Context: an optimization exercise on an open-source flow, tuned for small area. The choices shown serve that exercise and are no tape-out recipe. In this exercise RTL edits were held to simulation tests only and were not proved equivalent to the original. The flow treats the clock pin as an ideal source, which a real chip does not have. Power figures rest on the tool's default switching activity, not on a simulated workload.

## cpuCore
module cpuCore (
  input  logic        clk,
  input  logic        rstN,
  input  logic        instrValid,
  input  logic [15:0] instr,
  output logic [20:0] wb,
  output logic        hlt
);
Size: roughly 1,200 cells after synthesis.
Settings: LEC_CHECK=0, ABC_AREA=1, CAP_MARGIN=20, CORE_MARGIN=2, CORE_UTILIZATION=60, SLEW_MARGIN=20; clock period 6.0 ns.
standard.sh (not shown) runs the stock make flow with config.mk's settings and CLKGATE_MAP_FILE= SYNTH_SCRIPT=/design/flow/synth_recipe.tcl, a recipe that flattens the netlist after the stock synthesis.
==> flow/flow/run.sh <==
#!/bin/bash
# Standard ORFS layout; synthesis differs only in its combinational mapping:
# ABC's script (flow/abc.script via flow/synth.tcl) and no full-adder cells.
set -euo pipefail
W=$PWD
bash standard.sh SYNTH_SCRIPT=$W/flow/synth.tcl ADDER_MAP_FILE= finish > $W/run_make.log 2>&1
==> flow/flow/abc.script <==
strash; &get -n; &st; &dch; &nf -R 1000; &put
==> flow/flow/synth.tcl <==
# The standard synthesis script, with only ABC's mapping script replaced
# (abc.script beside this file). Registers, their names and cell types are
# left exactly as the standard synthesis makes them.
set my_abc_script [file join [file dirname [file normalize [info script]]] abc.script]
if {![file exists $my_abc_script]} {
  error "missing $my_abc_script"
}
proc synth {args} { yosys synth -nofsm -noshare {*}$args }
proc abc {args} {
  set i [lsearch -exact $args -script]
  if {$i >= 0} {
    set args [lreplace $args [expr {$i + 1}] [expr {$i + 1}] $::my_abc_script]
  }
  yosys abc {*}$args
}
source $::env(SCRIPTS_DIR)/synth.tcl
# left out here: clear keep_hierarchy, flatten, clean up, hide names made inside functions, write 1_2_yosys.v
Edit:
Settings changed: CORE_UTILIZATION 60 to 72, PLACE_DENSITY from default to 0.8.
Result: Global-route usage rises by 14 points. Utilization rose by 15 points. Via count grows by 13%. Register-to-register slack loses 0.14 ns. Final cell count drops by 3.2%. Cell area shrinks by 0.32%.

========
cpuCore, a different RTL version from the one above (not shown whole).
Size in the first run: ~1000 cells after synthesis, roughly 310 flip-flops.
export LEC_CHECK = 0
export ABC_AREA = 1
export CAP_MARGIN = 5
export CORE_MARGIN = 2
export CORE_UTILIZATION = 60
export SETUP_SLACK_MARGIN = 0.1
export SLEW_MARGIN = 5
create_clock -name core_clock -period 6.0 [get_ports {clk}]
==> flow/flow/run.sh <==
#!/bin/bash
# Standard ORFS layout with these changes:
#  - synthesis maps combinational logic with flow/abc.script (flow/synth.tcl)
#    and without full-adder cells; registers are left as the standard synthesis
#    makes them;
#  - port buffers use the smallest buffer cell;
#  - clock tree: clkbuf_8 only, larger sink clusters, no dummy loads;
#  - the resizer's buffers are limited to buf_1 and buf_2 (flow/dontuse.tcl).
set -euo pipefail
W=$PWD
DU=$W/flow/dontuse.tcl
bash standard.sh SYNTH_SCRIPT=$W/flow/synth.tcl ADDER_MAP_FILE= \
  "BUFFER_PORTS_ARGS=-buffer_cell sky130_fd_sc_hd__buf_1" \
  "CTS_ARGS=-sink_clustering_enable -repair_clock_nets -dont_use_dummy_load -buf_list {sky130_fd_sc_hd__clkbuf_8} -sink_clustering_size 16 -sink_clustering_max_diameter 100" \
  PRE_GLOBAL_PLACE_TCL=$DU PRE_RESIZE_TCL=$DU PRE_CTS_TCL=$DU PRE_GLOBAL_ROUTE_TCL=$DU PRE_DETAIL_PLACE_TCL=$DU \
  finish > $W/run_make.log 2>&1
==> flow/flow/dontuse.tcl <==
# Keep the resizer's buffers small: it may use buf_1 and buf_2 only (the
# clock tree names its own buffer).
set_dont_use [get_lib_cells {sky130_fd_sc_hd__buf_4 sky130_fd_sc_hd__buf_6 sky130_fd_sc_hd__buf_8 sky130_fd_sc_hd__buf_12 sky130_fd_sc_hd__buf_16 sky130_fd_sc_hd__bufbuf_8 sky130_fd_sc_hd__bufbuf_16 sky130_fd_sc_hd__clkbuf_4 sky130_fd_sc_hd__clkbuf_16}]
Scripts as last shown in full above: flow/flow/abc.script, flow/flow/synth.tcl
The first run completed with no timing, DRC or antenna violations.
Edit:
- SETUP_SLACK_MARGIN: 0.1 -> default
What happened: Wire length is higher by 2.6%; synthesized cell count is unchanged; power rises by 0.86%; area after synthesis is unchanged; worst setup slack loses 0.040 ns; first-iteration DRC count went down by 27%; via count went down by 0.47%; final area hardly moves; count of clock-buffer cells in the layout came out higher by 1.

[static timing again, ports no longer ideal]
Ports are ideal in the flow. The routed layouts listed here were re-timed in OpenROAD.
Step 1: set_driving_cell puts a clkbuf_16 on clk and a buf_2 on each other input, an assumption about the parent block.
Step 2 also shifts input and output timing later by t, the mid clock arrival at the registers, as if the neighbouring blocks saw the same clock.
a / b / c = ideal / step 1 / step 2; a / b = the first two.
run | t (ns) | setup slack, ns | latest minus earliest clock arrival (ns) | slew at the worst register clock pin (ns)
the first run of note 1 | 0.558 | 0.447 / 0.447 / 0.447 | 0.032 / 0.031 | 0.06 / 0.06
the second run of note 1 | 0.628 | 0.304 / 0.304 / 0.304 | 0.029 / 0.030 | 0.07 / 0.07
the first run of note 2 | 0.595 | 0.412 / 0.412 / 0.412 | 0.040 / 0.040 | 0.11 / 0.11
the second run of note 2 | 0.608 | 0.372 / 0.372 / 0.372 | 0.072 / 0.072 | 0.10 / 0.10
After both steps setup and hold are still met in every run listed.
